This is an optimization exercise on Yosys and OpenROAD, whose aim is small area, a short achievable clock period and few clock cycles per item, not a production implementation. Only simulation tests tie the RTL to the original design; equivalence was not proved. Power is estimated from default activity; no workload was simulated.

red:
## positional_pid_antiwindup
module positional_pid_antiwindup
#(
  parameter int DATA_WIDTH     = DATA_WIDTH_DEF,
  parameter int GAIN_FRAC_BITS = GAIN_FRAC_BITS_DEF
) (
  input  logic                  clk,
  input  logic                  rst_n,
  input  logic                  cfg_we,
  input  logic [REG_IDX_W-1:0]  cfg_idx,
  input  logic [GAIN_W-1:0]     cfg_wdata,
  input  logic                  in_valid,
  output logic                  in_ready,
  input  logic [DATA_WIDTH-1:0] error_in,
  input  logic [DATA_WIDTH-1:0] target_in,
  input  logic [DATA_WIDTH-1:0] out_limit,
  output logic                  out_valid,
  input  logic                  out_ready,
  output logic [OUT_W-1:0]      control_out
);
For scale: ~10000 cells after synthesis, ~580 flip-flops, about 110 I/O pins.
==> flow/config.mk <==
export PLATFORM = sky130hd
export DESIGN_NAME = positional_pid_antiwindup
export DESIGN_NICKNAME = positional_pid_antiwindup
export VERILOG_FILES = /design/flow/design.v
export SDC_FILE = /design/flow/constraint.sdc
export NUM_CORES = 4
export LEC_CHECK = 0
export ABC_AREA = 1
export ABC_CLOCK_PERIOD_IN_PS = 3500
export CAP_MARGIN = 20
export CORE_MARGIN = 2
export CORE_UTILIZATION = 55
export CTS_BUF_LIST = sky130_fd_sc_hd__clkbuf_4 sky130_fd_sc_hd__clkbuf_8
export SLEW_MARGIN = 20
==> flow/constraint.sdc <==
create_clock -name core_clock -period 12.0 [get_ports {clk}]
set_input_delay 2.4000 -clock core_clock [delete_from_list [all_inputs] [get_ports {clk}]]
set_output_delay 2.4000 -clock core_clock [all_outputs]
set_load 0.01 [all_outputs]
standard.sh (not shown) runs the stock make flow with config.mk's settings and CLKGATE_MAP_FILE= SYNTH_SCRIPT=/design/flow/synth_recipe.tcl, a recipe that flattens the netlist after the stock synthesis.
==> flow/flow/run.sh <==
#!/bin/bash
# The standard layout, with the full-adder mapping step turned off so ABC
# maps the adder trees itself (the platform's fa/ha cells are slow), and
# timing repair aimed at a setup slack margin, so that repair works on the
# paths that set the achieved period.
set -euo pipefail
bash standard.sh ADDER_MAP_FILE= SETUP_SLACK_MARGIN=8.1 finish > standard_flow.log 2>&1
Testbench counts of red, summed over its fixed seeds: cycles 8,032, items 8,000.
What blue does differently from red at the input level:
diff --git a/flow/flow/run.sh b/flow/flow/run.sh
--- a/flow/flow/run.sh
+++ b/flow/flow/run.sh
@@ -7 +7 @@
-bash standard.sh ADDER_MAP_FILE= SETUP_SLACK_MARGIN=8.1 finish > standard_flow.log 2>&1
+bash standard.sh ADDER_MAP_FILE= SETUP_SLACK_MARGIN=7.9 finish > standard_flow.log 2>&1
diff --git a/flow/config.mk b/flow/config.mk
--- a/flow/config.mk
+++ b/flow/config.mk
@@ -12 +12 @@
-export CORE_UTILIZATION = 55
+export CORE_UTILIZATION = 65
Findings:
- Where wire length of the first global-routing pass is concerned, red is outperformed by blue.
- Taking red as the reference point, the post-CTS setup buffer count of blue falls by 77%.
- The relative contribution of the clock network to total power of blue is lower than that of red.
- Compared with red, blue ends up with a smaller final cell area.
- Reported clock group power on blue is down relative to red.
- Delta (blue minus red): total design power went down by about 5.6%; logic depth of the worst register-to-register path went up by 3; least setup slack across all paths after layout went down by 0.097 ns; worst hold slack went down by 0.020 ns.
- Compared to red, blue was floorplanned on a smaller die.
- Worst slew margin relative to its limit sits lower in blue than in red.

========
try-willow:
Starting RTL as in the previous note.
Settings: LEC_CHECK=0, ABC_AREA=1, ABC_CLOCK_PERIOD_IN_PS=3500, CAP_MARGIN=20, CORE_MARGIN=2, CORE_UTILIZATION=55, CTS_BUF_LIST=sky130_fd_sc_hd__clkbuf_4 sky130_fd_sc_hd__clkbuf_8, SLEW_MARGIN=20; clock period 12.0 ns.
==> flow/flow/run.sh <==
#!/bin/bash
# The standard layout, with the full-adder mapping step turned off so ABC
# maps the adder trees itself (the platform's fa/ha cells are slow), and
# timing repair aimed at a setup slack margin, so that repair works on the
# paths that set the achieved period (after global routing only).
set -euo pipefail
bash standard.sh ADDER_MAP_FILE= SETUP_SLACK_MARGIN=7.9 SKIP_CTS_REPAIR_TIMING=1 finish > standard_flow.log 2>&1
try-willow: full flow OK, the timing, DRC and antenna checks passed
Testbench counts of try-willow, summed over its fixed seeds: cycles 8,032, items 8,000.
Here is what was changed in the inputs of try-zinc compared with try-willow.
==> flow/flow/run.sh <==
#!/bin/bash
# The standard layout, with the full-adder mapping step turned off so ABC
# maps the adder trees itself (the platform's fa/ha cells are slow), and
# timing repair aimed at a setup slack margin, so that repair works on the
# paths that set the achieved period.
set -euo pipefail
bash standard.sh ADDER_MAP_FILE= SETUP_SLACK_MARGIN=7.9 finish > standard_flow.log 2>&1
Notes after the runs:
- try-zinc closes out successfully: all stages finished, all timing, DRC and antenna checks passed.
- Number of multi-input combinational cells in the layout: try-willow vs try-zinc — no meaningful difference
- Relative to try-willow, try-zinc improves shortest period the worst path allows.
- Between try-willow and try-zinc, the design area is higher for try-willow.
- Instance count of the mapped netlist: try-zinc vs try-willow, no meaningful difference
- In try-zinc the initial antenna violation count turned out 2 higher than in try-willow.
- Side by side, worst slew slack as a fraction of its limit turned out lower in try-zinc than in try-willow.
- A critical path class of input port to register is what try-willow shows, while register to register belongs to try-zinc.
- Going from try-willow to try-zinc, number of cells on the critical path increased by 15 relative to the old numbers; total power increased by about 0.6% relative to the old numbers; synthesis-to-finish area growth decreased by 0.62 points relative to the old numbers.
- try-willow → try-zinc: data-path buffer share of cell area in the final layout down 0.71 points, setup slack went up 0.037 ns.

## what the ideal ports hide
No port has a modelled driver above. Below, the same layouts with a new extraction and two added sets of constraints. Step 1 (the two cells are an assumption about what drives the block):
set clk [get_ports {clk}]
set_driving_cell -lib_cell sky130_fd_sc_hd__clkbuf_16 $clk
set_driving_cell -lib_cell sky130_fd_sc_hd__buf_2 [delete_from_list [all_inputs] $clk]
Step 2 also shifts input and output timing later by t, the mid clock arrival at the registers, as if the neighbouring blocks saw the same clock. Three values: ideal, step 1, step 2; two values: the first two.
run | shift t [ns] | setup WS [ns] | worst setup path after step 2 | latest minus earliest clock arrival (ns) | slew at the worst register clock pin (ns)
red | 0.864 | 8.022 / 8.031 / 7.167 | input to register | 0.065 / 0.066 | 0.08 / 0.08
blue | 0.848 | 7.925 / 7.882 / 7.125 | input to register | 0.101 / 0.101 | 0.08 / 0.08
try-willow | 0.828 | 7.925 / 7.896 / 7.145 | input to register | 0.106 / 0.105 | 0.07 / 0.07
try-zinc | 0.836 | 7.962 / 7.894 / 7.242 | input to register | 0.111 / 0.111 | 0.07 / 0.07
After both steps every run listed still meets setup and hold. For red, which loses most, drivers alone change the setup slack by +0.009 ns; drivers and shift together by -0.855 ns.
